What follows belongs to an exercise in optimizing a design on an open flow for small area; a production flow would make more cautious choices. Only simulation tests tie the RTL to the original design; equivalence was not proved. Power is estimated from default activity; no workload was simulated.

==> flow/design.v <==
`default_nettype none
module infix_expression_evaluator #(
	parameter int STACK_DEPTH = 16,
	parameter int VALUE_WIDTH = 32
) (
	input  wire logic        clk,
	input  wire logic        arst_n,
	input  wire logic        start,
	output logic             busy,
	input  wire logic [7:0]  symbol,
	input  wire logic        last,
	output logic             done,
	output logic [31:0]      value,
	output logic [1:0]       status
);
	localparam int N = 14;    
	localparam logic [2:0] P_ADD = 3'b000, P_SUB = 3'b001, P_MUL = 3'b100, P_DIV = 3'b101,
	                       P_OPEN = 3'b010, P_CLOSE = 3'b011, P_FIN = 3'b110, P_NOP = 3'b111;
	localparam logic [1:0] E_OK = 2'd0, E_BAD = 2'd1, E_DIVZ = 2'd2, E_STACK = 2'd3;
	localparam logic [3:0] S_IDLE = 4'd0, S_OPR = 4'd1, S_PRE = 4'd2, S_EMIT = 4'd3,
	                       S_M1 = 4'd4, S_A1 = 4'd5, S_M2 = 4'd6, S_ZC = 4'd7,
	                       S_IT = 4'd8, S_M3 = 4'd9, S_A2 = 4'd10, S_RF = 4'd11,
	                       S_POP = 4'd12;
	logic [3:0]  state;
	logic [3:0]  ph;             
	logic [4:0]  cnt_d, cnt_o;   
	logic [1:0]  err;
	logic [2:0]  pend, top_o, sec_o;
	logic        lastq, neg;
	logic [4:0]  k;
	logic [31:0] X, Y;
	logic [32:0] R;
	logic [N*32-1:0] ring;
	logic [N*3-1:0]  oring;
	wire [31:0] tap  = ring[N*32-1 -: 32];
	wire [2:0]  otap = oring[N*3-1 -: 3];
	wire is_dig = (symbol >= 8'd48) && (symbol <= 8'd57);
	logic       is_op;
	logic [2:0] sym_code;
	always_comb begin
		is_op = 1'b1;
		sym_code = P_ADD;
		case (symbol)
			8'd43: sym_code = P_ADD;
			8'd45: sym_code = P_SUB;
			8'd42: sym_code = P_MUL;
			8'd47: sym_code = P_DIV;
			8'd40: sym_code = P_OPEN;
			8'd41: sym_code = P_CLOSE;
			default: is_op = 1'b0;
		endcase
	end
	wire [3:0] cd2 = 4'(cnt_d - 5'd2);
	wire [3:0] co2 = 4'(cnt_o - 5'd2);
	wire [3:0] co3 = 4'(cnt_o - 5'd3);
	wire d_empty = (cnt_d == 5'd0);
	wire d_lt2   = (cnt_d < 5'd2);
	wire d_full  = (cnt_d == 5'd16);
	wire o_empty = (cnt_o == 5'd0);
	wire o_lt2   = (cnt_o < 5'd2);
	wire o_lt3   = (cnt_o < 5'd3);
	wire o_full  = (cnt_o == 5'd16);
	wire dig_wait = is_dig && (err == E_OK) && !d_lt2 && !d_full && (ph != cd2);
	assign busy = (state != S_IDLE) || dig_wait;
	wire acc = start && !busy;
	wire op_mul = (top_o == P_MUL);
	wire op_div = (top_o == P_DIV);
	wire op_sub = (top_o == P_SUB);
	wire klast  = (k == 5'd31);
	logic        c, m, inv, cin;
	wire  [32:0] B  = ({X[31], X} & {33{m}}) ^ {33{inv}};
	wire  [32:0] T  = {R[31:0], c} + B + 33'(cin);
	always_comb begin
		c = 1'b0; m = 1'b1; inv = 1'b0; cin = 1'b0;
		case (state)
			S_A1: begin inv = X[31]; cin = X[31]; end
			S_ZC: begin inv = !X[31]; cin = !X[31]; end
			S_A2: begin inv = neg; cin = neg; end
			default: begin  
				if (op_mul) begin
					m = Y[31];
				end else if (op_div) begin
					c = Y[31];
					inv = !(R[32] ^ X[31]);
					cin = inv;
				end else begin
					c = Y[31] ^ op_sub;
					m = klast;
					cin = op_sub & klast;
				end
			end
		endcase
	end
	logic [3:0] state_n;
	logic [4:0] cnt_d_n, cnt_o_n;
	logic [1:0] err_n;
	logic [2:0] pend_n;
	logic       lastq_n;
	logic       wr_d, opush, opop;
	logic       red, push, pop, fin_now, cdone;
	logic       x_y, y_r, y_sh, y_tap, r_zero, r_dig, r_sum;
	always_comb begin
		state_n = state;
		cnt_d_n = cnt_d;
		cnt_o_n = cnt_o;
		err_n   = err;
		pend_n  = pend;
		lastq_n = lastq;
		wr_d = 1'b0; opush = 1'b0; opop = 1'b0;
		x_y = 1'b0; y_r = 1'b0; y_sh = 1'b0; y_tap = 1'b0;
		r_zero = 1'b0; r_dig = 1'b0; r_sum = 1'b0;
		done = 1'b0;
		red = 1'b0; push = 1'b0; pop = 1'b0; fin_now = 1'b0; cdone = 1'b0;
		case (state)
			S_IDLE: if (acc) begin
				if (err != E_OK) begin
					if (last) state_n = S_PRE;
				end else if (is_dig) begin
					if (d_full) begin
						err_n = E_STACK;
						if (last) state_n = S_PRE;
					end else begin
						wr_d = !d_lt2;
						y_r = 1'b1;
						r_dig = 1'b1;
						cnt_d_n = cnt_d + 5'd1;
						if (last) begin
							pend_n = P_FIN;
							lastq_n = 1'b1;
							state_n = S_OPR;
						end
					end
				end else if (is_op) begin
					pend_n = sym_code;
					lastq_n = last;
					state_n = S_OPR;
				end else begin
					err_n = E_BAD;
					if (last) state_n = S_PRE;
				end
			end
			S_OPR: begin
				case (pend)
					P_ADD, P_SUB: if (!o_empty && top_o != P_OPEN) red = 1'b1; else push = 1'b1;
					P_MUL, P_DIV: if (!o_empty && top_o[2]) red = 1'b1; else push = 1'b1;
					P_OPEN: push = 1'b1;
					P_CLOSE: begin
						if (o_empty) err_n = E_STACK;
						else if (top_o != P_OPEN) red = 1'b1;
						else begin pop = 1'b1; pend_n = P_NOP; end
					end
					P_NOP: cdone = 1'b1;
					default: begin  
						if (o_empty) fin_now = 1'b1;
						else if (top_o != P_OPEN) red = 1'b1;
						else pop = 1'b1;
					end
				endcase
				if (o_empty && pend == P_CLOSE) begin
					state_n = lastq ? S_PRE : S_IDLE;
				end else if (fin_now) begin
					if (d_empty) err_n = E_STACK;
					state_n = S_PRE;
				end else if (pop) begin
					state_n = S_POP;
				end else if (red) begin
					if (d_lt2) begin
						err_n = E_STACK;
						state_n = lastq ? S_PRE : S_IDLE;
					end else state_n = S_M1;
				end else if (push) begin
					if (o_full) begin
						err_n = E_STACK;
						state_n = lastq ? S_PRE : S_IDLE;
					end else if (o_lt2 || ph == co2) begin
						opush = 1'b1;
						cnt_o_n = cnt_o + 5'd1;
						cdone = 1'b1;
					end
				end
				if (cdone) begin
					if (lastq) pend_n = P_FIN;
					else state_n = S_IDLE;
				end
			end
			S_POP: begin
				if (o_lt3 || ph == co3) begin
					opop = 1'b1;
					cnt_o_n = cnt_o - 5'd1;
					state_n = S_OPR;
				end
			end
			S_M1: begin
				x_y = 1'b1;
				y_r = 1'b1;
				r_zero = 1'b1;
				cnt_d_n = cnt_d - 5'd1;
				state_n = op_div ? S_A1 : S_IT;
			end
			S_A1: begin
				r_sum = 1'b1;
				state_n = S_M2;
			end
			S_M2: begin
				x_y = 1'b1;
				y_r = 1'b1;
				r_zero = 1'b1;
				state_n = S_ZC;
			end
			S_ZC: begin
				if (!T[32]) begin
					err_n = E_DIVZ;
					state_n = lastq ? S_PRE : S_IDLE;
				end else state_n = S_IT;
			end
			S_IT: begin
				r_sum = 1'b1;
				y_sh = 1'b1;
				if (klast) state_n = op_div ? S_M3 : S_RF;
			end
			S_M3: begin
				x_y = 1'b1;
				r_zero = 1'b1;
				state_n = S_A2;
			end
			S_A2: begin
				r_sum = 1'b1;
				state_n = S_RF;
			end
			S_RF: begin
				if (d_lt2 || ph == cd2) begin
					y_tap = 1'b1;
					state_n = S_POP;
				end
			end
			S_PRE: begin
				r_zero = (err != E_OK);
				state_n = S_EMIT;
			end
			S_EMIT: begin
				done = 1'b1;
				cnt_d_n = 5'd0;
				cnt_o_n = 5'd0;
				err_n = E_OK;
				state_n = S_IDLE;
			end
			default: state_n = S_IDLE;
		endcase
	end
	always_ff @(posedge clk or negedge arst_n) begin
		if (!arst_n) begin
			state <= S_IDLE;
			ph    <= 4'd0;
			cnt_d <= 5'd0;
			cnt_o <= 5'd0;
			err   <= E_OK;
		end else begin
			state <= state_n;
			ph    <= (ph == 4'(N-1)) ? 4'd0 : ph + 4'd1;
			cnt_d <= cnt_d_n;
			cnt_o <= cnt_o_n;
			err   <= err_n;
		end
	end
	always_ff @(posedge clk) begin
		pend  <= pend_n;
		lastq <= lastq_n;
		if (state == S_M1) neg <= Y[31] ^ R[31];
		if (state == S_IT) k <= k + 5'd1;
		else k <= 5'd0;
		if (opush) begin
			top_o <= pend;
			sec_o <= top_o;
		end else if (opop) begin
			top_o <= sec_o;
			sec_o <= otap;
		end
		if (x_y) X <= Y;
		if (y_r) Y <= R[31:0];
		else if (y_tap) Y <= tap;
		else if (y_sh) Y <= {Y[30:0], !T[32]};
		if (r_sum) R <= T;
		else if (r_dig) R <= {29'd0, symbol[3:0]};
		else if (r_zero) R <= 33'd0;
		ring  <= {ring[(N-1)*32-1:0], wr_d ? Y : tap};
		oring <= {oring[(N-1)*3-1:0], (opush && !o_lt2) ? sec_o : otap};
	end
	assign value  = R[31:0];
	assign status = err;
endmodule
`default_nettype wire
==> flow/run.sh <==
#!/bin/bash
# synth_recipe.tcl (not shown) runs the flow's synth.tcl, then flattens the netlist and writes it again
# the make line also repeats each setting of config.mk as NAME=value (left out here)
make -C /OpenROAD-flow-scripts/flow DESIGN_CONFIG=/design/flow/config.mk WORK_HOME=/design/flow/orfs CLKGATE_MAP_FILE= SYNTH_SCRIPT=/design/flow/synth_recipe.tcl finish
==> flow/config.mk <==
export PLATFORM = sky130hd
export DESIGN_NAME = infix_expression_evaluator
export DESIGN_NICKNAME = infix_expression_evaluator
export VERILOG_FILES = /design/flow/design.v
export SDC_FILE = /design/flow/constraint.sdc
export NUM_CORES = 4
export LEC_CHECK = 0
export CAP_MARGIN = 20
export CORE_MARGIN = 2
export CORE_UTILIZATION = 40
export SLEW_MARGIN = 20
==> flow/constraint.sdc <==
create_clock -name core_clock -period 9.0 [get_ports {clk}]
set_input_delay 1.8000 -clock core_clock [delete_from_list [all_inputs] [get_ports {clk}]]
set_output_delay 1.8000 -clock core_clock [all_outputs]
set_load 0.01 [all_outputs]
==> results of run 1 <==
## cell usage after synthesis, drive strengths merged (4+ instances only)
master,n
a211oi,9
a21o,26
a21oi,87
a31oi,13
and2,8
and3,6
buf,56
clkbuf,25
dfrtp,20
dfxtp,495
edfxtp,108
fa,4
ha,44
inv,28
mux2,43
mux2i,33
nand2,79
nand2b,11
nand3,15
nand4,10
nor2,99
nor2b,5
nor3,18
nor3b,5
o2111ai,4
o211ai,6
o21ai,45
o21bai,6
o22ai,6
xnor2,28
xor2,55
## area by class of cell
cell class	instances	area share, %
sequential	623	61.4
tap	615	3.46
clock inverter	19	1.19
inverter	28	0.472
multi-input combinational	731	23.3
clock buffer	84	7.79
timing repair buffer	55	2.38
## registers in the layout (all words and copies together), names as in the netlist, 4 cells and up
| signal | flops |
|---|---|
| cnt_d | 5 |
| X | 32 |
| ph | 4 |
| ring | 448 |
| state | 4 |
| k | 5 |
| oring | 42 |
| R | 33 |
| Y | 32 |
| cnt_o | 5 |
## power groups by stage
stage / clock, W / combinational, W / sequential (W)
global placement: 0 / 0.00220 / 0.00356
global route: 0.00267 / 0.00245 / 0.00353
detailed placement: 0 / 0.00220 / 0.00356
finish: 0.00249 / 0.00220 / 0.00348
CTS: 0.00256 / 0.00222 / 0.00350
floorplan: 0 / 0.00173 / 0.00341
## final timing paths
| path | endpoint | slack, ps | from | depth (start not counted) |
|---|---|---|---|---|
| setup / recovery | busy | 3280 | symbol[5] | 6 |
| hold / removal | oring[4]$_DFF_P_ | 320 | oring[1]$_DFF_P_ | 0 |
| hold reg to reg | oring[4]$_DFF_P_ | 320 | oring[1]$_DFF_P_ | 0 |
| max in group asynchronous | state[0]$_DFFE_PN0P_ | 6630 | arst_n | 1 |
| min in group asynchronous | cnt_o[2]$_DFFE_PN0P_ | 1750 | arst_n | 1 |
| setup reg to reg | R[32]$_SDFFCE_PP0P_ | 3410 | state[0]$_DFFE_PN0P_ | 16 |
## logic make-up (layout without fill, tap and decap cells)
| logic type | count (synthesis) | in the layout | synth area share [%] |
|---|---|---|---|
| flops | 623 | 623 | 70.5 |
| buf+inv | 109 | 186 | 3.00 |
| xor+xnor | 83 | 83 | 3.79 |
| simple gates | 280 | 280 | 6.94 |
| mux | 76 | 76 | 4.21 |
| fa+ha+maj | 48 | 48 | 3.26 |
| compound gates | 244 | 244 | 8.30 |
## stage by stage
stage / hold slack (ps) / std cells / cell area [µm²] / utilization, % / power (W)
floorplan: 310 / 1463 / 19400 / - / 0.00514
global placement: 310 / 2052 / 20200 / 42.4 / 0.00575
detailed placement: 312 / 2052 / 20200 / 42.4 / 0.00576
CTS: 321 / 2155 / 22200 / 46.6 / 0.00828
global route: 325 / 2155 / 22200 / 46.6 / 0.00865
finish: 319 / 2155 / 22200 / 46.6 / 0.00818
## worst max-delay path: cells and delay by family
family	cells	cell delay (ps)
buffers and inverters	2	1030
and+or+nand+nor	3	750
AOI/OAI and AO/OA	1	330
## per-layer routing
metal	vias up	share of wire, %	global-route usage, %	wire length, µm
met5	-	0	0	0
met4	0	2.6	5.33	892
met3	61	3.6	2.58	1250
met2	157	44	21.9	15400
met1	4971	50	20.0	17300
li1	5100	-	-	-
==> metrics.md, run 1 <==
| Metric | Value |
|---|---|
| Max Cap Violations | 0 |
| Crit path kind | in -> out |
| DP Worst Slack | 3240 ps |
| Fin crit period | 5720 ps |
| Final count of hold timing violations | 0 |
| Clk slew on worst S/H paths | 60 ps |
| Setup TNS | 0 ps |
| Crit-path slowest cell | clkdlybuf4s50_1 |
| Pre-Repair DR Iteration Count | 5 |
| Cells after synthesis | 1463 |
| CTS resizes | 0 |
| Number of flops mapped to enable cells by yosys | 108 |
| CP Cell Sequence | clkdlybuf4s50_1, nor3b_1, and3_1, nand3_1, o21ai_0, clkdlybuf4s50_1 |
| Initial DRC count | 709 |
| Commonest non-fill, non-tap cell in the layout | dfxtp_1 |
| Post-synth ARST share | 3.21% |
| Final #Nets | 1557 |
| Endpoints failing setup | 0 |
| Worst Clk Skew | 17.5 ps |
| Clock Path Buffers | 3 |
| Synth Flop Type | dfxtp_1 |
| Flop and latch count out of synthesis | 623 |
| Total grt overflow | 0 |
| Fill count | 4240 |
| GRT Total Usage | 14.2% |
| HP Class | reg -> reg |
| WL final | 34800 µm |
| Ys Warns | 1 |
| Crit end category | output port |
| Avg Vias per Cell | 4.77 |
| Starting Density | 40.6% |
| Pleak | 8.81 nW |
| Dpl hpwl | 22800 µm |
| Startpoint types | input port |
| Multi-input logic area | 5190 µm² |
| Initial antenna violation count | 1 |
| Fin. max-slew vios | 0 |
| Worst skew pair latency | 600 ps |
| Worst EP arrival | 3920 ps |
| CORE AREA | 47700 µm² |
| Switch share | 31.6% |
| Layout cells sized above 1 | 8.70% |
| Post-synth top area cell | dfxtp_1 |
| Die Y | 224 µm |
| Worst-Margin Slew | 1040 ps |
| Final period utilization | 63.5% |
| # DRC | 0 |
| H-Tree Depth | 2 |
| RSZ-0062 raised after global routing | no |
| FF/Latch Area | 13700 µm² |
| Clock Power Share | 30.5% |
| Worst slew margin | 30.6% |
| Yosys cell types | 88 |
| Syn Area/Cell | 13.2 µm² |
| Global-route wire length before repair | 56800 µm |
| Postcts setup bufs | 0 |
| Num CTS Buffers | 58 |
| I/O pin count | 48 |
| Final ANT Viol Nets | 0 |
| Synth-to-layout area growth | 14.9% |
| Placer congestion estimate | 0.834 |
| Routed len/inst | 16.2 µm |
| Final WS setup | 3280 ps |
| Synth top area cells | dfxtp_1 51%, edfxtp_1 17%, ha_1 2.8% |
| Logic pwr share | 26.9% |
| Die span in x | 224 µm |
| Internal power | 0.00559 W |
| Die area | 50200 µm² |
| Clock root cell | clkbuf_16 |
| Num rows | 80 |
| Vias in the first global route | 10600 |
| Sink Count | 623 |
| Vias | 10300 |
| Hold-fix buffers at CTS | 0 |
| Synth top area share | 51.2% |
| Port Buffers | 47 |
| Largest net degree at the start of global routing | 64 |
| Worst VDD drop | 0.193 mV |
| Crit Path Max Fanout | 5 |
| F_max | 175 MHz |
| Commonest cells after routing, fill and taps aside | 495 x dfxtp_1, 108 x edfxtp_1, 97 x nor2_1 |
| PD cells | 368 nW/µm² |
| Sequential area share after synthesis | 70.5% |
| Post-Syn Area | 19400 µm² |
| Switching power | 0.00259 W |
| # diodes | 0 |
| Required @ worst endpoint | 7200 ps |
| Sequential share of power | 42.6% |
| Status | finished clean |
| Max incr delay on CP | 590 ps |
| Syn_nets | 1523 |
| Most frequent CP cell | clkdlybuf4s50_1 |
| CTS tree | done |
==> inputs of run 2 (changes only) <==
--- a/flow/config.mk
+++ b/flow/config.mk
@@ -8,4 +8,6 @@
 export CAP_MARGIN = 20
 export CORE_MARGIN = 2
 export CORE_UTILIZATION = 40
+export CTS_CLUSTER_DIAMETER = 45
+export CTS_CLUSTER_SIZE = 40
 export SLEW_MARGIN = 20
==> run 2 against run 1 <==
  * Routed wire length shrank 0.64%
  * Worst hold slack improved by 2.0 ps
  * Clock power is 4% lower
  * First-iteration DRC count decreased by 5.6%
  * Largest power group unchanged
  * Still clean on timing, DRC and antenna
  * Sequential cell count unchanged
  * Area after synthesis did not move
==> metrics.md, run 2 <==
| Metric | Value |
|---|---|
| Status | finished clean |
| Required @ worst endpoint | 7200 ps |
| Synth top area cells | dfxtp_1 51%, edfxtp_1 17%, ha_1 2.8% |
| Endpoints failing setup | 0 |
| I/O pin count | 48 |
| Startpoint types | input port |
| H-Tree Depth | 2 |
| Routed len/inst | 16.2 µm |
| Die area | 50200 µm² |
| Synth Area in Adders | 3.26% |
| Setup TNS | 0 ps |
| Placer congestion estimate | 0.834 |
| Post-synth top area cell | dfxtp_1 |
| Sink Count | 623 |
| Syn_nets | 1523 |
| Mux contribution to synthesized area | 4.21% |
| Die Y | 224 µm |
| Commonest cells after routing, fill and taps aside | 495 x dfxtp_1, 108 x edfxtp_1, 97 x nor2_1 |
| Initial DRC count | 669 |
| Total grt overflow | 0 |
| Total power | 0.00806 W |
| Layout cells sized above 1 | 8.58% |
| Starting Density | 40.6% |
| Postcts setup bufs | 0 |
| Num CTS Buffers | 48 |
| Post-synth ARST share | 3.21% |
| Port Buffers | 47 |
| Sequential area share after synthesis | 70.5% |
| Worst VDD drop | 0.244 mV |
| Crit Path Max Fanout | 5 |
| Global-route wire length before repair | 56500 µm |
| Number of flops mapped to enable cells by yosys | 108 |
| Worst Clk Skew | 25.9 ps |
| Dpl hpwl | 22800 µm |
| Top Registers | ring (448), oring (42), R (33) |
| Cells after synthesis | 1463 |
| GRT Total Usage | 14.2% |
| Max Cap Violations | 0 |
| Vias in the first global route | 10400 |
| CTS resizes | 0 |
| Final #Nets | 1547 |
| Largest reg by FF count | ring |
| Top cells by count, synth | 495 x dfxtp_1, 108 x edfxtp_1, 98 x nor2_1, 86 x a21oi_1, 79 x nand2_1 |
| Synth Area in Simple Gates | 6.94% |
| Initial antenna violation count | 1 |
| Most numerous cell in the Yosys netlist | dfxtp_1 |
| Die span in x | 224 µm |
| Largest net degree at the start of global routing | 64 |
| Pre-Repair DR Iteration Count | 4 |
| Hold-fix buffers at CTS | 0 |
| Largest register FFs | 448 |
| Synth top area share | 51.2% |
| Clock root cell | clkbuf_16 |
| Synth-to-layout area growth | 14.1% |
| CORE AREA | 47700 µm² |
| Flop and latch count out of synthesis | 623 |
| Fin. max-slew vios | 0 |
| Worst-Margin Slew | 1030 ps |
| Clk slew on worst S/H paths | 80 ps |
| WL final | 34600 µm |
| Num rows | 80 |
| HP Class | reg -> reg |
| Post-DP Area | 20200 µm² |
| # diodes | 0 |
| Ys Warns | 1 |
| Avg Vias per Cell | 4.77 |
| Post-route cell area | 22100 µm² |
| Synth Flop Type | dfxtp_1 |
| Vias | 10200 |
| Final period utilization | 63.5% |
| Yosys cell types | 88 |
| Largest family of logic cells by synthesized area | compound AO/OA/AOI/OAI gates |
| PD cells | 365 nW/µm² |
| Syn Area/Cell | 13.2 µm² |
| CTS tree | done |
| Final ANT Viol Nets | 0 |
| F_max | 175 MHz |
| Clock Path Buffers | 3 |
| Crit path kind | in -> out |
| Compound-Gate Fraction of Synth Area | 8.30% |
| Commonest non-fill, non-tap cell in the layout | dfxtp_1 |
| Final count of hold timing violations | 0 |
| Fin crit period | 5720 ps |
| Worst skew pair latency | 600 ps |
| Synth Area in XOR/XNOR | 3.79% |
| Crit end category | output port |
| Worst EP arrival | 3920 ps |
| Post-Syn Area | 19400 µm² |
| # DRC | 0 |
| Pleak | 8.74 nW |
| Worst slew margin | 31.0% |
| Reg2Reg Setup Slack | 3410 ps |
| RSZ-0062 raised after global routing | no |
-- run 2: cell types whose count changed in the layout (fill, tap and decap cells not counted) --
cell,change
inv_6,+2
inv_12,+4
inv_4,-1
inv_16,+9
inv_8,+2
clkbuf_16,-12
clkinv_8,+3
clkbuf_1,-11
clkinv_16,+1
clkbuf_8,-6
clkinv_2,-2
clkinvlp_4,-1
bufinv_16,-2
-- run 2: power breakdown --
part / leakage, nW / total, W / internal, W / switching [W]
registers: 5.27 / 0.00348 / 0.00322 / 0.000263
logic: 2.57 / 0.00221 / 0.000907 / 0.00130
clock network: 0.900 / 0.00238 / 0.00122 / 0.00116
total: 8.74 / 0.00806 / 0.00534 / 0.00272
-- run 2: path summary, 6_finish.rpt --
path	depth (start not counted)	startpoint	endpoint
setup reg to reg	16	state[0]$_DFFE_PN0P_	R[32]$_SDFFCE_PP0P_
setup / recovery	6	symbol[5]	busy
hold / removal	0	ring[48]$_DFF_P_	ring[80]$_DFF_P_
min in group asynchronous	1	arst_n	ph[3]$_DFF_PN0_
hold reg to reg	0	ring[48]$_DFF_P_	ring[80]$_DFF_P_
max in group asynchronous	1	arst_n	state[1]$_DFFE_PN0P_
-- run 2: area by class of cell --
class | instances | area (µm²)
well taps | 615 | 769
inverters | 28 | 105
clock buffers | 55 | 1310
clock inverters | 34 | 546
multi-input cells | 731 | 5190
fillers | 4240 | 25600
flip-flops and latches | 623 | 13700
repair buffers | 55 | 531
-- run 2: cells by family after synthesis --
logic type	after synthesis
buffers and inverters	109
AO/OA/AOI/OAI	244
XOR/XNOR	83
AND/OR/NAND/NOR	280
flip-flops	623
multiplexers	76
adder cells (fa/ha/maj)	48
-- run 2: critical path, cell delays in order --
cell             delay (ps)
clkdlybuf4s50_1         440
nor3b_1                 280
and3_1                  230
nand3_1                 240
o21ai_0                 330
clkdlybuf4s50_1         590
-- run 2: routing by layer --
metal / vias to the layer above / routed length (µm) / share of wire [%] / track usage (%)
met3: 51 / 1230 / 3.5 / 2.43
met5: - / 0 / 0 / 0
met2: 152 / 15300 / 44 / 21.8
met4: 0 / 872 / 2.5 / 5.42
li1: 5099 / - / - / -
met1: 4902 / 17200 / 50 / 20.0
-- run 2: per-stage QoR --
| step | hold slack, ps | cells | worst slack [ps] | util (%) |
|---|---|---|---|---|
| after detailed placement | 312 | 2052 | 3240 | 42.4 |
| after CTS | 323 | 2141 | 3240 | 46.3 |
| after global routing | 327 | 2141 | 2850 | 46.3 |
| after global placement | 310 | 2052 | 3330 | 42.4 |
| after floorplan | 310 | 1463 | 3700 | - |
| final | 321 | 2141 | 3280 | 46.3 |
==> inputs of run 3 (changes only) <==
--- a/flow/config.mk
+++ b/flow/config.mk
@@ -5,9 +5,10 @@
 export SDC_FILE = /design/flow/constraint.sdc
 export NUM_CORES = 4
 export LEC_CHECK = 0
+export ABC_AREA = 1
 export CAP_MARGIN = 20
 export CORE_MARGIN = 2
 export CORE_UTILIZATION = 40
-export CTS_CLUSTER_DIAMETER = 45
-export CTS_CLUSTER_SIZE = 40
+export CTS_CLUSTER_DIAMETER = 60
+export CTS_CLUSTER_SIZE = 30
 export SLEW_MARGIN = 20
==> run 3 against run 2 <==
  * Clock skew increased by 7.2 ps
  * Combinational power rose by 19%
  * Sequential power rose by 1%
  * Synthesized cell count increased by 21%
  * Highest routed layer unchanged
  * Clock power is 17% lower
  * Setup slack gained 63 ps
  * First-iteration DRC count is 5.2% higher
  * Global-route usage grew 1.0 points
  * Total power up 0.93%
  * Critical path type is now in -> reg
  * Cell area fell by 0.69%
==> metrics.md, run 3 <==
| Metric | Value |
|---|---|
| Status | finished clean |
| RSZ-0062 raised after global routing | no |
| Crit end category | flop |
| Starting Density | 40.2% |
| Synth top area share | 50.6% |
| Initial antenna violation count | 0 |
| Fin util | 45.1% |
| Final period utilization | 62.8% |
| Dpl hpwl | 25700 µm |
| CTS resizes | 0 |
| Top Registers | ring (448), oring (42), R (33) |
| # diodes | 0 |
| Fin. max-slew vios | 0 |
| Required @ worst endpoint | 9020 ps |
| Synth Flop Type | dfxtp_1 |
| Num CTS Buffers | 37 |
| Die Y | 225 µm |
| Setup TNS | 0 ps |
| Worst-Margin Slew | 1000 ps |
| Commonest non-fill, non-tap cell in the layout | dfxtp_1 |
| # DRC | 0 |
| Largest net degree at the start of global routing | 64 |
| Pre-Repair DR Iteration Count | 5 |
| Syn_nets | 1833 |
| Crit Path Max Fanout | 33 |
| Die area | 50700 µm² |
| Most numerous cell in the Yosys netlist | dfxtp_1 |
| Avg Vias per Cell | 4.68 |
| Post-route cell area | 22000 µm² |
| Vias | 11500 |
| WL final | 37700 µm |
| Vias in the first global route | 11300 |
| Clock Power Share | 24.4% |
| Yosys cell types | 46 |
| Port Buffers | 47 |
| CORE AREA | 48600 µm² |
| Worst slew margin | 33.3% |
| Post-DP Area | 20500 µm² |
| Clock root cell | clkbuf_16 |
| Sequential area share after synthesis | 69.8% |
| Placer congestion estimate | 0.925 |
| Num rows | 81 |
| Logic pwr share | 32.3% |
| Switching power | 0.00304 W |
| Internal power | 0.00510 W |
| Final count of hold timing violations | 0 |
| Sink Count | 623 |
| Switch share | 37.4% |
| Layout cells sized above 1 | 5.63% |
| Hold-fix buffers at CTS | 0 |
| Top cells by count, synth | 495 x dfxtp_1, 355 x nand2_1, 152 x inv_1, 115 x nor2_1, 108 x edfxtp_1 |
| Clk slew on worst S/H paths | 100 ps |
| F_max | 177 MHz |
| Worst EP arrival | 5670 ps |
| Initial DRC count | 704 |
| Total power | 0.00814 W |
| Worst Clk Skew | 33.1 ps |
| Flop and latch count out of synthesis | 623 |
| Synth-to-layout area growth | 12.2% |
| Endpoints failing setup | 0 |
| PD cells | 371 nW/µm² |
| Die span in x | 225 µm |
| Worst VDD drop | 0.159 mV |
| Largest reg by FF count | ring |
| Final #Nets | 1863 |
| Fin crit period | 5650 ps |
| Commonest cells after routing, fill and taps aside | 495 x dfxtp_1, 355 x nand2_1, 152 x inv_1 |
| Number of flops mapped to enable cells by yosys | 108 |
| Global-route wire length before repair | 60500 µm |
| Sequential share of power | 43.3% |
| Routed len/inst | 15.4 µm |
| Clock Path Buffers | 3 |
| Fill count | 4527 |
| Post-synth top area cell | dfxtp_1 |
| Startpoint types | input port |
| Hold WS | 308 ps |
| Pleak | 9.13 nW |
| Worst skew pair latency | 600 ps |
| Final ANT Viol Nets | 0 |
| Total grt overflow | 0 |
| Synth top area cells | dfxtp_1 51%, edfxtp_1 17%, nand2_1 6.8% |
| I/O pin count | 48 |
| H-Tree Depth | 2 |
| Crit path kind | in -> reg |
| Post-Syn Area | 19600 µm² |
| GRT Total Usage | 15.2% |
| HP Class | reg -> reg |
| Cells after synthesis | 1773 |
| Ys Warns | 1 |
| CTS tree | done |
| Largest register FFs | 448 |
| Post-synth ARST share | 3.21% |
| Syn Area/Cell | 11.0 µm² |
| Postcts setup bufs | 0 |
| Max Cap Violations | 0 |
[run 3: cell count changes in the layout (fill, tap and decap cells not counted), moves of 26 or more]
cell / change
nand2_1: +277
nand3_1: +48
o211ai_1: +26
mux2i_1: -33
inv_1: +124
mux2_1: -35
o21ai_0: +33
[run 3: path summary, 6_finish.rpt]
check | start | to | slack, ps | cells past startpoint
max | symbol[6] | Y[26]$_DFFE_PP_ | 3350 | 13
min | oring[10]$_DFF_P_ | oring[13]$_DFF_P_ | 310 | 0
max reg2reg | k[0]$_SDFF_PN0_ | Y[0]$_DFFE_PP_ | 4210 | 27
min reg2reg | oring[10]$_DFF_P_ | oring[13]$_DFF_P_ | 310 | 0
max in group asynchronous | arst_n | state[0]$_DFFE_PN0P_ | 7450 | 1
min in group asynchronous | arst_n | cnt_o[2]$_DFFE_PN0P_ | 1180 | 1
[run 3: metrics by stage]
step	cells	setup slack, ps
after detailed placement	2386	2690
after floorplan	1773	4640
after global routing	2453	3000
after CTS	2453	3330
final	2453	3350
after global placement	2386	2820
[run 3: cell families after synthesis]
family | share of synthesized area, %
xor gates and xnor gates | 2.19
adders and majority gates | 3.22
buffers and inverters | 5.14
AOI/OAI and AO/OA | 7.23
and+or+nand+nor | 12.4
DFF | 69.8
[run 3: power by group through the flow]
stage,clock network (W),registers (W),logic [W]
2_1_floorplan,0,0.00348,0.00191
3_3_place_gp,0,0.00358,0.00259
3_5_place_dp,0,0.00359,0.00262
4_1_cts,0.00204,0.00353,0.00264
5_1_grt,0.00215,0.00356,0.00298
6_report,0.00198,0.00352,0.00263
[run 3: critical path, cell delays in order]
cell and delay [ps]:
clkdlybuf4s50_1 520, nor2_1 150, nand3_1 90, nor2_1 240
nand4_1 120, nor2_1 130, nor2_1 70, inv_2 70
nor2_4 40, nand2_2 170, nand2_2 520, inv_2 760
nand3_2 940
[run 3: cell type report]
cell class	count	area, µm²	share of cell area (%)
clock buffers	44	1030	4.67
flip-flops and latches	623	13700	62.2
clock inverters	23	453	2.06
repair buffers	53	510	2.33
well taps	622	778	3.55
multi-input cells	929	4930	22.5
inverters	159	597	2.72
[run 3: layer usage]
| layer | vias to the layer above | global-route usage [%] | wire [µm] |
|---|---|---|---|
| met1 | 5425 | 20.9 | 18200 |
| met2 | 210 | 23.9 | 16700 |
| met4 | 0 | 5.53 | 950 |
| li1 | 5789 | - | - |
| met5 | - | 0 | 0 |
| met3 | 56 | 2.95 | 1830 |
==> inputs of run 4 (changes only) <==
--- a/flow/config.mk
+++ b/flow/config.mk
@@ -5,7 +5,6 @@
 export SDC_FILE = /design/flow/constraint.sdc
 export NUM_CORES = 4
 export LEC_CHECK = 0
-export ABC_AREA = 1
 export CAP_MARGIN = 20
 export CORE_MARGIN = 2
 export CORE_UTILIZATION = 40
==> run 4 against run 3 <==
  * Sequential cell count stayed put
  * Setup slack lost 62 ps
  * Register-to-register slack worse by 760 ps
  * Clock power about the same
  * Final cell count fell by 14%
  * Critical path type is now in -> out
  * Critical endpoint is now busy
  * Largest cell class unchanged
  * Largest power group unchanged
  * Highest routed layer unchanged
==> metrics.md, run 4 <==
| Metric | Value |
|---|---|
| Top Registers | ring (448), oring (42), R (33) |
| Pre-Repair DR Iteration Count | 5 |
| Clk slew on worst S/H paths | 100 ps |
| Die span in x | 224 µm |
| Clock Path Buffers | 3 |
| Final period utilization | 63.5% |
| Die Y | 224 µm |
| F_max | 175 MHz |
| Postcts setup bufs | 0 |
| Crit-path slowest cell | clkdlybuf4s50_1 |
| H-Tree Depth | 2 |
| Post-synth top area cell | dfxtp_1 |
| Worst-Margin Slew | 1040 ps |
| WL final | 34600 µm |
| Post-synth ARST share | 3.21% |
| Vias in the first global route | 10300 |
| Global-route wire length before repair | 56000 µm |
| Port Buffers | 47 |
| Fin cells | 2120 |
| Total grt overflow | 0 |
| # DRC | 0 |
| Cells after synthesis | 1463 |
| Required @ worst endpoint | 7200 ps |
| CP Cell Sequence | clkdlybuf4s50_1, nor3b_1, and3_1, nand3_1, o21ai_0, clkdlybuf4s50_1 |
| DP Worst Slack | 3240 ps |
| Reg2Reg Setup Slack | 3450 ps |
| Dpl cells | 2052 |
| Num CTS Buffers | 38 |
| Largest reg by FF count | ring |
| Vias | 10100 |
| Fin. max-slew vios | 0 |
| Worst VDD drop | 0.164 mV |
| Worst EP arrival | 3910 ps |
| PD cells | 354 nW/µm² |
| Final WS setup | 3290 ps |
| Top cells by count, synth | 495 x dfxtp_1, 108 x edfxtp_1, 98 x nor2_1, 86 x a21oi_1, 79 x nand2_1 |
| Flop and latch count out of synthesis | 623 |
| Setup TNS | 0 ps |
| Sink Count | 623 |
| Crit end category | output port |
| Endpoints failing setup | 0 |
| GRT Total Usage | 14.1% |
| RSZ-0062 raised after global routing | no |
| Crit path kind | in -> out |
| Num rows | 80 |
| Synth-to-layout area growth | 11.8% |
| Final ANT Viol Nets | 0 |
| Number of flops mapped to enable cells by yosys | 108 |
| Final count of hold timing violations | 0 |
| Largest register FFs | 448 |
| HP Class | reg -> reg |
| Startpoint types | input port |
| Crit Path Max Fanout | 5 |
| Yosys cell types | 88 |
| Die area | 50200 µm² |
| Starting Density | 40.6% |
| Commonest cells after routing, fill and taps aside | 495 x dfxtp_1, 108 x edfxtp_1, 97 x nor2_1 |
| Synth Flop Type | dfxtp_1 |
| Synth top area share | 51.2% |
| Worst slew margin | 30.6% |
| Placer congestion estimate | 0.834 |
| Fin crit period | 5710 ps |
| Worst Clk Skew | 41.4 ps |
| Final #Nets | 1537 |
| Avg Vias per Cell | 4.79 |
| Sequential area share after synthesis | 70.5% |
| Hold-fix buffers at CTS | 0 |
| Ys Warns | 1 |
| # diodes | 0 |
| Synth top area cells | dfxtp_1 51%, edfxtp_1 17%, ha_1 2.8% |
| Syn_nets | 1523 |
| Initial antenna violation count | 1 |
| Max Cap Violations | 0 |
| Worst skew pair latency | 580 ps |
| CTS resizes | 0 |
| Post-Syn Area | 19400 µm² |
| Syn Area/Cell | 13.2 µm² |
| Clock root cell | clkbuf_16 |
| Status | finished clean |
| Layout cells sized above 1 | 7.11% |
| Initial DRC count | 669 |
| Largest net degree at the start of global routing | 64 |
| Dpl hpwl | 22800 µm |
| I/O pin count | 48 |
| Routed len/inst | 16.3 µm |
| Fill count | 4286 |
| Max incr delay on CP | 590 ps |
| Most frequent CP cell | clkdlybuf4s50_1 |
| CTS tree | done |
| Commonest non-fill, non-tap cell in the layout | dfxtp_1 |
| CORE AREA | 47700 µm² |
| Pleak | 8.52 nW |
| Fin util | 45.4% |
| Most numerous cell in the Yosys netlist | dfxtp_1 |
==> run 4: cell types whose count changed after synthesis, moves of 22 or more <==
cell      before  now
nand2_1      355   79
nand3_1       65   15
a21o_1         3   26
o21ai_0       71   38
mux2_1         0   35
mux2i_1        0   33
o211ai_1      32    6
xnor2_1        5   27
inv_1        152   28
==> run 4: where the power goes <==
part           leakage (nW)  internal (W)  switching (W)
Clock                 0.679      0.000934        0.00105
Combinational          2.57      0.000907        0.00130
Sequential             5.27       0.00322       0.000265
Total                  8.52       0.00506        0.00261
==> run 4: metal layers <==
layer	vias to the layer above	global-route usage, %	wire (µm)
met3	59	2.26	1210
met4	0	5.05	927
met2	157	21.8	15100
met1	4878	19.9	17400
li1	5053	-	-
met5	-	0	0
==> run 4: cell families (layout without fill, tap and decap cells) <==
| kind of cell | after synthesis | after routing | synth area share [%] |
|---|---|---|---|
| DFF | 623 | 623 | 70.5 |
| and+or+nand+nor | 280 | 280 | 6.94 |
| AOI/OAI and AO/OA | 244 | 244 | 8.30 |
| buffers and inverters | 109 | 151 | 3.00 |
| xor gates and xnor gates | 83 | 83 | 3.79 |
| muxes | 76 | 76 | 4.21 |
| adders and majority gates | 48 | 48 | 3.26 |
==> run 4: per-stage QoR <==
stage / total power (W) / hold slack, ps / cell area, µm²
floorplan: 0.00514 / 310 / 19400
global placement: 0.00575 / 310 / 20200
detailed placement: 0.00576 / 312 / 20200
CTS: 0.00776 / 323 / 21700
global route: 0.00813 / 326 / 21700
finish: 0.00767 / 312 / 21700
==> run 4: final timing paths <==
check                                     start              endpoint  depth (start not counted)
min in group asynchronous                arst_n  state[3]$_DFFE_PN0P_                          1
hold reg to reg                ring[61]$_DFF_P_      ring[93]$_DFF_P_                          0
hold / removal                 ring[61]$_DFF_P_      ring[93]$_DFF_P_                          0
setup reg to reg           state[0]$_DFFE_PN0P_   R[32]$_SDFFCE_PP0P_                         16
max in group asynchronous                arst_n  cnt_o[3]$_DFFE_PN0P_                          1
setup / recovery                      symbol[5]                  busy                          6
==> run 4: area by class of cell <==
| class | instances | area, µm² | share of cell area (%) |
|---|---|---|---|
| Sequential cell | 623 | 13700 | 63.0 |
| Multi-Input combinational cell | 731 | 5190 | 24.0 |
| Clock buffer | 44 | 1010 | 4.68 |
| Tap cell | 615 | 769 | 3.55 |
| Timing Repair Buffer | 55 | 531 | 2.45 |
| Clock inverter | 24 | 397 | 1.83 |
| Inverter | 28 | 105 | 0.485 |
==> run 4: worst max-delay path, delay by kind of cell <==
family / cells / cell delay, ps
simple gates: 3 / 750
buf+inv: 2 / 1030
compound gates: 1 / 330
==> inputs of run 5 (changes only) <==
==> flow/flow/run.sh (new file) <==
#!/bin/bash
# Layout flow: the standard flow (standard.sh, unchanged synthesis) with
# two settings passed through the environment:
#  - clock tree synthesis without dummy loads, with sink clusters of up to
#    30 flip-flops within 60 um;
#  - port buffers of the smallest buffer cell.
# The full output goes to standard.log in the work folder.
export CTS_ARGS="-sink_clustering_enable -repair_clock_nets -dont_use_dummy_load -sink_clustering_size 30 -sink_clustering_max_diameter 60"
export BUFFER_PORTS_ARGS="-buffer_cell sky130_fd_sc_hd__buf_1"
bash standard.sh > standard.log 2>&1
==> flow/standard.sh (new file) <==
#!/bin/bash
# synth_recipe.tcl (not shown) runs the flow's synth.tcl, then flattens the netlist and writes it again
# the make line also repeats each setting of config.mk as NAME=value (left out here)
make -C /OpenROAD-flow-scripts/flow DESIGN_CONFIG=/design/flow/config.mk WORK_HOME=/design/flow/orfs CLKGATE_MAP_FILE= SYNTH_SCRIPT=/design/flow/synth_recipe.tcl "${@:-finish}"
--- a/flow/config.mk
+++ b/flow/config.mk
@@ -8,6 +8,4 @@
 export CAP_MARGIN = 20
 export CORE_MARGIN = 2
 export CORE_UTILIZATION = 40
-export CTS_CLUSTER_DIAMETER = 60
-export CTS_CLUSTER_SIZE = 30
 export SLEW_MARGIN = 20
removed: flow/run.sh
==> run 5 against run 4 <==
  * Combinational power shrank 4%
  * Maximum frequency increased by 3.1%
  * Clock skew grew 48 ps
  * Critical path type is now reg -> reg
  * First-iteration DRC count grew 7.5%
  * Sequential cell count stayed put
==> metrics.md, run 5 <==
| Metric | Value |
|---|---|
| Status | finished clean |
| Reg2reg end | state[3]$_DFFE_PN0P_ |
| H-Tree Depth | 2 |
| CTS resizes | 0 |
| GRT Total Usage | 13.9% |
| Fin util | 43.6% |
| Placer congestion estimate | 0.842 |
| Largest register FFs | 448 |
| Syn_nets | 1523 |
| Initial antenna violation count | 0 |
| Final ANT Viol Nets | 0 |
| # DRC | 0 |
| Reg2Reg Setup Slack | 3460 ps |
| R2R cell count | 16 |
| CORE AREA | 47700 µm² |
| Setup TNS | 0 ps |
| Most numerous cell in the Yosys netlist | dfxtp_1 |
| Initial DRC count | 719 |
| Worst slew margin | 32.4% |
| Commonest cells after routing, fill and taps aside | 495 x dfxtp_1, 108 x edfxtp_1, 97 x nor2_1 |
| Final WS setup | 3460 ps |
| Layout cells sized above 1 | 5.36% |
| Global-route wire length before repair | 55500 µm |
| DP Worst Slack | 3350 ps |
| CTS tree | done |
| Number of flops mapped to enable cells by yosys | 108 |
| Num CTS Buffers | 35 |
| Synth top area share | 51.2% |
| Port Buffers | 47 |
| Endpoints failing setup | 0 |
| HP Class | reg -> reg |
| Crit path launch | state[0]$_DFFE_PN0P_ |
| Worst-Margin Slew | 1010 ps |
| Final #Nets | 1535 |
| Reg-to-reg startpoint | state[0]$_DFFE_PN0P_ |
| Post-synth top area cell | dfxtp_1 |
| Die area | 50200 µm² |
| Post-Syn Area | 19400 µm² |
| Ys Warns | 1 |
| Fill count | 4359 |
| Clock root cell | clkbuf_16 |
| Top Registers | ring (448), oring (42), R (33) |
| Cell family with most CP delay | compound AO/OA/AOI/OAI gates |
| Pleak | 8.15 nW |
| Vias in the first global route | 10200 |
| Total grt overflow | 0 |
| Die span in x | 224 µm |
| Worst EP arrival | 5910 ps |
| Avg Vias per Cell | 4.81 |
| Fin. max-slew vios | 0 |
| Worst VDD drop | 0.168 mV |
| Max incr delay on CP | 700 ps |
| I/O pin count | 48 |
| RSZ-0062 raised after global routing | no |
| Post-synth ARST share | 3.21% |
| Worst Clk Skew | 89.0 ps |
| Clock Path Buffers | 3 |
| Crit Path Max Fanout | 33 |
| PD cells | 340 nW/µm² |
| Worst skew pair latency | 570 ps |
| Startpoint types | flop |
| Postcts setup bufs | 0 |
| Sink Count | 623 |
| Largest reg by FF count | ring |
| Max Cap Violations | 0 |
| Crit path kind | reg -> reg |
| Pre-Repair DR Iteration Count | 5 |
| Hold WS | 296 ps |
| Clk slew on worst S/H paths | 100 ps |
| Dpl hpwl | 22600 µm |
| Flop and latch count out of synthesis | 623 |
| F_max | 181 MHz |
| Required @ worst endpoint | 9370 ps |
| Num rows | 80 |
| Top cells by count, synth | 495 x dfxtp_1, 108 x edfxtp_1, 98 x nor2_1, 86 x a21oi_1, 79 x nand2_1 |
| CP bufs+invs | 1 |
| Commonest non-fill, non-tap cell in the layout | dfxtp_1 |
| Syn Area/Cell | 13.2 µm² |
| Synth-to-layout area growth | 7.60% |
| Sequential area share after synthesis | 70.5% |
| Starting Density | 40.6% |
| Fin crit period | 5540 ps |
| HP Start | ring[213]$_DFF_P_ |
| # diodes | 0 |
| Most frequent CP cell | fa_1 |
| Synth top area cells | dfxtp_1 51%, edfxtp_1 17%, ha_1 2.8% |
| Total power | 0.00708 W |
| Hold EP | ring[245]$_DFF_P_ |
| Synth Flop Type | dfxtp_1 |
| Hold depth | 0 |
| Cells after synthesis | 1463 |
| Final period utilization | 61.6% |
| Die Y | 224 µm |
| WL final | 34000 µm |
| Crit-path slowest cell | dfrtp_1 |
| CP Cell Sequence | nor3b_1, a22oi_1, nand2_1, nand2_2, xor2_1, fa_1, inv_1, fa_1, nor2b_1, o31a_1, o211ai_1, a2111oi_2, o2111ai_1, a31oi_2, xnor2_2, a41o_1 |
| Crit end category | flop |
| Yosys cell types | 88 |
| Largest net degree at the start of global routing | 63 |
| Hold-fix buffers at CTS | 0 |
| Vias | 10000 |
| Final count of hold timing violations | 0 |
| Routed len/inst | 16.3 µm |
run 5: final cells by class:
| cell class | instances | area, µm² | area share [%] |
|---|---|---|---|
| clock buffers | 35 | 876 | 4.20 |
| inverters | 28 | 105 | 0.504 |
| multi-input cells | 731 | 5190 | 24.9 |
| flip-flops and latches | 623 | 13700 | 65.5 |
| well taps | 615 | 769 | 3.69 |
| repair buffers | 56 | 244 | 1.17 |
run 5: metal layers:
layer	GRT usage, %	routed length [µm]
met1	19.6	16900
met2	21.5	14900
met3	2.49	1320
met4	4.97	870
met5	0	0
run 5: worst max-delay path by stage:
stage,end,slack [ps],cells after the start
after floorplan,R[0]$_DFFE_PP_,3700,4
after global placement,R[32]$_SDFFCE_PP0P_,3530,16
after detailed placement,Y[0]$_DFFE_PP_,3350,16
after CTS,state[3]$_DFFE_PN0P_,3390,16
after global routing,state[3]$_DFFE_PN0P_,3010,16
final,state[3]$_DFFE_PN0P_,3460,16
run 5: kinds of logic after synthesis:
family | share of synthesized area [%]
flops | 70.5
simple gates | 6.94
fa+ha+maj | 3.26
compound gates | 8.30
mux | 4.21
xor+xnor | 3.79
buf+inv | 3.00
run 5: power by group:
group	switching, W	internal (W)	leakage [nW]
combinational	0.00130	0.000809	2.45
clock	0.000805	0.000694	0.431
sequential	0.000256	0.00322	5.27
total	0.00236	0.00472	8.15
run 5: stage by stage:
step / std cells / cell area, µm²
finish: 2088 / 20800
global route: 2088 / 20800
CTS: 2088 / 20800
detailed placement: 2053 / 20000
global placement: 2053 / 20000
floorplan: 1463 / 19400
==> inputs of run 6 (changes only) <==
==> flow/flow/run.sh (replaced) <==
#!/bin/bash
# Layout flow: the standard flow (standard.sh, unchanged synthesis) with
# two settings passed through the environment:
#  - clock tree synthesis without dummy loads, with sink clusters of up to
#    30 flip-flops within 60 um;
#  - port buffers of the smallest buffer cell.
# The full output goes to standard.log in the work folder.
export CTS_ARGS="-sink_clustering_enable -repair_clock_nets -dont_use_dummy_load -sink_clustering_size 20 -sink_clustering_max_diameter 50 -buf_list sky130_fd_sc_hd__clkbuf_8"
export BUFFER_PORTS_ARGS="-buffer_cell sky130_fd_sc_hd__buf_1"
bash standard.sh > standard.log 2>&1
==> run 6 against run 5 <==
  * Sequential power about the same
  * Sequential share of layout area up 0.68 points
  * Clock-buffer cell count up 13
  * Sequential cell count unchanged
  * Still clean on timing, DRC and antenna
  * Critical path depth unchanged
  * Combinational power about the same
  * Core utilization down 0.45 points
  * Routed wire length up 0.64%
  * First-iteration DRC count down 6.4%
  * Clock skew up 1.9 ps
  * Final cell count up 0.62%
  * Area after synthesis unchanged
==> metrics.md, run 6 <==
| Metric | Value |
|---|---|
| F_max | 179 MHz |
| FF/Latch Area | 13700 µm² |
| Largest register FFs | 448 |
| PD cells | 332 nW/µm² |
| Startpoint types | flop |
| Syn Area/Cell | 13.2 µm² |
| Post-Syn Area | 19400 µm² |
| Sequential area share after synthesis | 70.5% |
| Final #Nets | 1548 |
| Final count of hold timing violations | 0 |
| CTS tree | done |
| Clock root cell | clkbuf_8 |
| Synth top area share | 51.2% |
| Pre-Repair DR Iteration Count | 5 |
| Syn_nets | 1523 |
| R2R cell count | 16 |
| Synth Area in Adders | 3.26% |
| Worst-Margin Slew | 1020 ps |
| H-Tree Depth | 2 |
| Vias in the first global route | 10300 |
| Largest reg by FF count | ring |
| Mux contribution to synthesized area | 4.21% |
| Worst skew pair latency | 650 ps |
| Synth Area in Simple Gates | 6.94% |
| # diodes | 0 |
| Crit path kind | reg -> reg |
| Post-synth top area cell | dfxtp_1 |
| Routed len/inst | 16.3 µm |
| Dpl hpwl | 22600 µm |
| Fin crit period | 5600 ps |
| Yosys cell types | 88 |
| Port Buffers | 47 |
| Global-route track usage on met1 | 19.6% |
| Top cells by count, synth | 495 x dfxtp_1, 108 x edfxtp_1, 98 x nor2_1, 86 x a21oi_1, 79 x nand2_1 |
| RSZ-0062 raised after global routing | no |
| Die span in x | 224 µm |
| Crit Path Max Fanout | 33 |
| HP Class | reg -> reg |
| Endpoints failing setup | 0 |
| Synth-to-layout area growth | 6.49% |
| Largest family of logic cells by synthesized area | compound AO/OA/AOI/OAI gates |
| Largest net degree at the start of global routing | 63 |
| Final ANT Viol Nets | 0 |
| Flop and latch count out of synthesis | 623 |
| Compound-Gate Fraction of Synth Area | 8.30% |
| Hold-fix buffers at CTS | 0 |
| Postcts setup bufs | 0 |
| Global-route wire length before repair | 55700 µm |
| Num rows | 80 |
| Max incr delay on CP | 700 ps |
| Setup TNS | 0 ps |
| Commonest non-fill, non-tap cell in the layout | dfxtp_1 |
| GRT Total Usage | 14.0% |
| Clk slew on worst S/H paths | 110 ps |
| CTS resizes | 0 |
| Required @ worst endpoint | 9320 ps |
| Initial antenna violation count | 0 |
| Synth Flop Type | dfxtp_1 |
| Max Cap Violations | 0 |
| Post-route cell area | 20600 µm² |
| Synth top area cells | dfxtp_1 51%, edfxtp_1 17%, ha_1 2.8% |
| Vias | 10100 |
| # DRC | 0 |
| DP Worst Slack | 3350 ps |
| Crit-path slowest cell | dfrtp_1 |
| Multi-input logic area | 5190 µm² |
| Final WS setup | 3400 ps |
| Placer congestion estimate | 0.842 |
| Clock Path Buffers | 3 |
| WL final | 34200 µm |
| Num CTS Buffers | 48 |
| Hold depth | 0 |
| Worst VDD drop | 0.161 mV |
| Cells after synthesis | 1463 |
| Fill count | 4387 |
| Die Y | 224 µm |
| Crit end category | flop |
| CP Cell Sequence | nor3b_1, a22oi_1, nand2_1, nand2_2, xor2_1, fa_1, inv_1, fa_1, nor2b_1, o31a_1, o211ai_1, a2111oi_2, o2111ai_1, a31oi_2, xnor2_2, and2_1 |
| Met2 usage | 21.4% |
| Commonest cells after routing, fill and taps aside | 495 x dfxtp_1, 108 x edfxtp_1, 97 x nor2_1 |
| I/O pin count | 48 |
| Met3 usage | 2.85% |
| GR peak layer | met2 |
| Layout cells sized above 1 | 6.19% |
| Die area | 50200 µm² |
| Total grt overflow | 0 |
| Post-synth ARST share | 3.21% |
| Worst EP arrival | 5920 ps |
| Status | finished clean |
| Hold WS | 266 ps |
| Top Registers | ring (448), oring (42), R (33) |
| Starting Density | 40.6% |
| Avg Vias per Cell | 4.81 |
| Number of flops mapped to enable cells by yosys | 108 |
| Most numerous cell in the Yosys netlist | dfxtp_1 |
| Sink Count | 623 |
| Initial DRC count | 673 |
| Most frequent CP cell | fa_1 |
| Final period utilization | 62.2% |
| Fin. max-slew vios | 0 |
| Ys Warns | 1 |
| CORE AREA | 47700 µm² |
| Post-DP Area | 20000 µm² |
| Worst slew margin | 32.1% |
| Worst Clk Skew | 90.9 ps |
| Total power | 0.00685 W |
| Pleak | 8.06 nW |
| Synth Area in XOR/XNOR | 3.79% |
## run 6: cell count changes in the layout (fill, tap and decap cells not counted), sizes merged
cell / previous run / this run
clkbuf: 35 / 48
## run 6: final timing paths
kind	startpoint	end	slack [ps]
worst max-delay path	state[0]$_DFFE_PN0P_	R[32]$_SDFFCE_PP0P_	3400
worst min-delay path	ring[370]$_DFF_P_	ring[402]$_DFF_P_	270
worst max register to register	state[0]$_DFFE_PN0P_	R[32]$_SDFFCE_PP0P_	3400
min in group asynchronous	arst_n	ph[3]$_DFF_PN0_	1170
max in group asynchronous	arst_n	state[3]$_DFFE_PN0P_	7560
worst min register to register	ring[370]$_DFF_P_	ring[402]$_DFF_P_	270
## run 6: area by class of cell
cell class	instances	area share [%]
Sequential cell	623	66.2
Multi-Input combinational cell	731	25.2
Tap cell	615	3.73
Clock buffer	48	3.20
Timing Repair Buffer	56	1.18
Inverter	28	0.510
## run 6: routing by layer
| metal | wire length, µm | part of all wire, % |
|---|---|---|
| met5 | 0 | 0 |
| met4 | 842 | 2.5 |
| met3 | 1380 | 4.0 |
| met2 | 14900 | 43 |
| met1 | 17100 | 50 |
## run 6: per-stage QoR
step / utilization [%] / std cells
2_1_floorplan: - / 1463
3_3_place_gp: 41.8 / 2053
3_5_place_dp: 41.8 / 2053
4_1_cts: 43.2 / 2101
5_1_grt: 43.2 / 2101
6_report: 43.2 / 2101
## run 6: cells by family (layout without fill, tap and decap cells)
logic type | count (synthesis) | after routing
AO/OA/AOI/OAI | 244 | 244
multiplexers | 76 | 76
adder cells (fa/ha/maj) | 48 | 48
XOR/XNOR | 83 | 83
flip-flops | 623 | 623
AND/OR/NAND/NOR | 280 | 280
buffers and inverters | 109 | 132
## run 6: worst max-delay path: cells and delay by family, from the launching register on
kind | cells | cell delay [ps]
AO/OA/AOI/OAI | 6 | 1620
XOR/XNOR | 2 | 630
adder cells (fa/ha/maj) | 2 | 670
buffers and inverters | 1 | 70
flip-flops | 1 | 700
AND/OR/NAND/NOR | 5 | 1620
## run 6: power breakdown
group	total (W)	internal, W	switching, W
combinational	0.00211	0.000809	0.00130
sequential	0.00348	0.00322	0.000260
clock	0.00127	0.000477	0.000791
total	0.00685	0.00450	0.00235
==> inputs of run 7 (changes only) <==
==> flow/flow/run.sh (replaced) <==
#!/bin/bash
# Layout flow: the standard flow (standard.sh, unchanged synthesis) with
# two settings passed through the environment:
#  - clock tree synthesis without dummy loads, with sink clusters of up to
#    30 flip-flops within 60 um;
#  - port buffers of the smallest buffer cell.
# The full output goes to standard.log in the work folder.
export CTS_ARGS="-sink_clustering_enable -repair_clock_nets -dont_use_dummy_load -sink_clustering_size 30 -sink_clustering_max_diameter 50 -buf_list sky130_fd_sc_hd__clkbuf_16"
export BUFFER_PORTS_ARGS="-buffer_cell sky130_fd_sc_hd__buf_1"
bash standard.sh > standard.log 2>&1
--- a/flow/config.mk
+++ b/flow/config.mk
@@ -7,5 +7,5 @@
 export LEC_CHECK = 0
 export CAP_MARGIN = 20
 export CORE_MARGIN = 2
-export CORE_UTILIZATION = 40
+export CORE_UTILIZATION = 65
 export SLEW_MARGIN = 20
==> run 7 against run 6 <==
  * Largest power group unchanged
  * Still clean
  * Clock-buffer cell count shrank 7
  * Critical path type unchanged
  * Cell area increased by 0.44%
  * Critical endpoint unchanged
  * Sequential share of layout area decreased by 0.29 points
==> metrics.md, run 7 <==
| Metric | Value |
|---|---|
| Required @ worst endpoint | 9260 ps |
| I/O pin count | 48 |
| Fin. max-slew vios | 0 |
| Global-route track usage on met1 | 32.1% |
| Post-synth top area cell | dfxtp_1 |
| Commonest non-fill, non-tap cell in the layout | dfxtp_1 |
| Post-route cell area | 20700 µm² |
| RSZ-0062 raised after global routing | no |
| Clock Path Buffers | 3 |
| Num rows | 63 |
| Startpoint types | flop |
| Post-DP Area | 19700 µm² |
| HP Class | reg -> reg |
| Die Y | 177 µm |
| Synth top area cells | dfxtp_1 51%, edfxtp_1 17%, ha_1 2.8% |
| CTS tree | done |
| Cells after synthesis | 1463 |
| CORE AREA | 29500 µm² |
| Postcts setup bufs | 0 |
| CTS resizes | 0 |
| Worst EP arrival | 5560 ps |
| Largest family of logic cells by synthesized area | compound AO/OA/AOI/OAI gates |
| Fin util | 70.3% |
| Syn_nets | 1523 |
| Most numerous cell in the Yosys netlist | dfxtp_1 |
| Worst-Margin Slew | 997 ps |
| Global-route wire length before repair | 56100 µm |
| Post-synth ARST share | 3.21% |
| Crit path kind | reg -> reg |
| Fin crit period | 5300 ps |
| GR peak layer | met2 |
| Largest net degree at the start of global routing | 64 |
| Met3 usage | 3.95% |
| Crit Path Max Fanout | 33 |
| Placer congestion estimate | 0.858 |
| Die span in x | 177 µm |
| Avg Vias per Cell | 5.44 |
| Initial antenna violation count | 1 |
| Top Registers | ring (448), oring (42), R (33) |
| Worst skew pair latency | 560 ps |
| Initial DRC count | 614 |
| Synth Area in Simple Gates | 6.94% |
| Multi-input logic area | 5180 µm² |
| Clock root cell | clkbuf_16 |
| Final #Nets | 1543 |
| Commonest cells after routing, fill and taps aside | 495 x dfxtp_1, 108 x edfxtp_1, 97 x nor2_1 |
| Pre-Repair DR Iteration Count | 5 |
| Yosys cell types | 88 |
| Synth-to-layout area growth | 6.95% |
| Vias | 10200 |
| Post-Syn Area | 19400 µm² |
| Layout cells sized above 1 | 5.87% |
| Routed len/inst | 18.8 µm |
| GRT Total Usage | 23.0% |
| Worst VDD drop | 0.184 mV |
| Compound-Gate Fraction of Synth Area | 8.30% |
| Mux contribution to synthesized area | 4.21% |
| Flop and latch count out of synthesis | 623 |
| # DRC | 0 |
| Dpl hpwl | 22400 µm |
| Ys Warns | 1 |
| Synth Area in XOR/XNOR | 3.79% |
| Worst Clk Skew | 62.8 ps |
| Num CTS Buffers | 41 |
| Port Buffers | 47 |
| Hold WS | 288 ps |
| Final count of hold timing violations | 0 |
| Status | finished clean |
| Pleak | 8.23 nW |
| FF/Latch Area | 13700 µm² |
| F_max | 189 MHz |
| Top cells by count, synth | 495 x dfxtp_1, 108 x edfxtp_1, 98 x nor2_1, 86 x a21oi_1, 79 x nand2_1 |
| Hold-fix buffers at CTS | 0 |
| Syn Area/Cell | 13.2 µm² |
| Vias in the first global route | 10300 |
| Number of flops mapped to enable cells by yosys | 108 |
| Sink Count | 623 |
| Largest register FFs | 448 |
| PD cells | 348 nW/µm² |
| Die area | 31200 µm² |
| # diodes | 0 |
| Synth top area share | 51.2% |
| Sequential area share after synthesis | 70.5% |
| Endpoints failing setup | 0 |
| Fill count | 2007 |
| Worst slew margin | 33.3% |
| Max Cap Violations | 0 |
| H-Tree Depth | 2 |
| Final period utilization | 58.9% |
| Clk slew on worst S/H paths | 110 ps |
| Setup TNS | 0 ps |
| Starting Density | 65.7% |
| Met2 usage | 37.7% |
| WL final | 35200 µm |
| Final ANT Viol Nets | 0 |
| Synth Flop Type | dfxtp_1 |
| Largest reg by FF count | ring |
| Synth Area in Adders | 3.26% |
| Total grt overflow | 0 |
| Crit end category | flop |
[run 7: cell count changes in the layout (fill, tap and decap cells not counted), sizes merged]
cell    before  now
clkbuf      48   41
buf         56   58
[run 7: kinds of logic (layout without fill, tap and decap cells)]
logic type      after synthesis  in the layout
flops                       623            623
simple gates                280            280
compound gates              244            244
buf+inv                     109            127
xor+xnor                     83             83
mux                          76             76
fa+ha+maj                    48             48
[run 7: area by class of cell]
class	count	share of cell area, %
sequential	623	65.9
tap	390	2.36
multi-input combinational	731	25.0
inverter	28	0.507
timing repair buffer	58	1.25
clock buffer	41	4.95
[run 7: worst paths after layout]
path | to | slack (ps) | start | cells after the start
worst min register to register | ring[83]$_DFF_P_ | 290 | ring[51]$_DFF_P_ | 0
worst min-delay path | ring[83]$_DFF_P_ | 290 | ring[51]$_DFF_P_ | 0
max in group asynchronous | cnt_o[1]$_DFFE_PN0P_ | 7500 | arst_n | 2
worst max-delay path | R[32]$_SDFFCE_PP0P_ | 3700 | state[2]$_DFFE_PN0P_ | 16
worst max register to register | R[32]$_SDFFCE_PP0P_ | 3700 | state[2]$_DFFE_PN0P_ | 16
min in group asynchronous | state[3]$_DFFE_PN0P_ | 1250 | arst_n | 2
[run 7: layer usage]
layer	up-vias	share of wire, %	routed length [µm]
li1	5035	-	-
met1	4888	48	16800
met2	188	46	16300
met3	62	4.1	1450
met4	0	2.2	774
met5	-	0	0
[run 7: worst max-delay path, stage by stage (launching register included)]
cell and delay, ps:
dfrtp_1 580, nand2b_1 400, o32ai_1 120, a21oi_1 230
nand2_2 590, xor2_1 470, fa_1 270, inv_1 60
fa_1 390, nor2b_1 200, o31a_1 220, o211ai_1 160
a2111oi_2 470, o2111ai_1 280, a31oi_2 240, xnor2_2 160
and2_1 180
[run 7: per-stage QoR]
step / instances / total power, W / worst slack [ps]
finish: 1871 / 0.00722 / 3700
global route: 1871 / 0.00761 / 3320
CTS: 1871 / 0.00725 / 3710
detailed placement: 1830 / 0.00561 / 3740
global placement: 1830 / 0.00559 / 3830
floorplan: 1463 / 0.00514 / 3700
[run 7: power breakdown]
part	internal, W	leakage (nW)	total, W	switching (W)
clock network	0.000807	0.505	0.00165	0.000839
logic	0.000812	2.46	0.00211	0.00130
registers	0.00322	5.27	0.00346	0.000244
total	0.00484	8.23	0.00722	0.00238

## separate check: timing with driven ports
The flow's constraints put no driver on any port. The routed layouts listed below were extracted and timed again, unchanged, in two steps. Step 1 sets driving cells, clkbuf_16 on the clock port and buf_2 on the other inputs (assumed; they add their load-dependent delay and slew). Step 2 adds t to the input delays and takes it off the output delays; t is the mean of the earliest and latest rising clock arrival at the registers after step 1. Input paths then give back, and output paths get back, about the clock's delay inside the block. Slacks: ideal ports / drivers / drivers and shift; pairs: ideal ports / drivers.
run	t, ns	setup slack, ns	worst setup path at the end	slew at the worst register clock pin (ns)
run 1	0.648	3.284 / 3.259 / 3.259	input to output	0.07 / 0.07
run 2	0.637	3.284 / 3.259 / 3.259	input to output	0.09 / 0.09
run 3	0.639	3.347 / 3.381 / 2.742	input to register	0.10 / 0.10
run 4	0.615	3.286 / 3.261 / 3.261	input to output	0.11 / 0.11
run 5	0.579	3.460 / 3.460 / 3.460	register to register	0.10 / 0.10
run 6	0.654	3.405 / 3.405 / 3.405	register to register	0.12 / 0.12
run 7	0.574	3.701 / 3.701 / 3.701	register to register	0.11 / 0.11
After both steps every run listed still meets setup and hold. The setup slack of run 3, which loses most, moves by +0.034 ns with the drivers and by -0.605 ns with both steps.
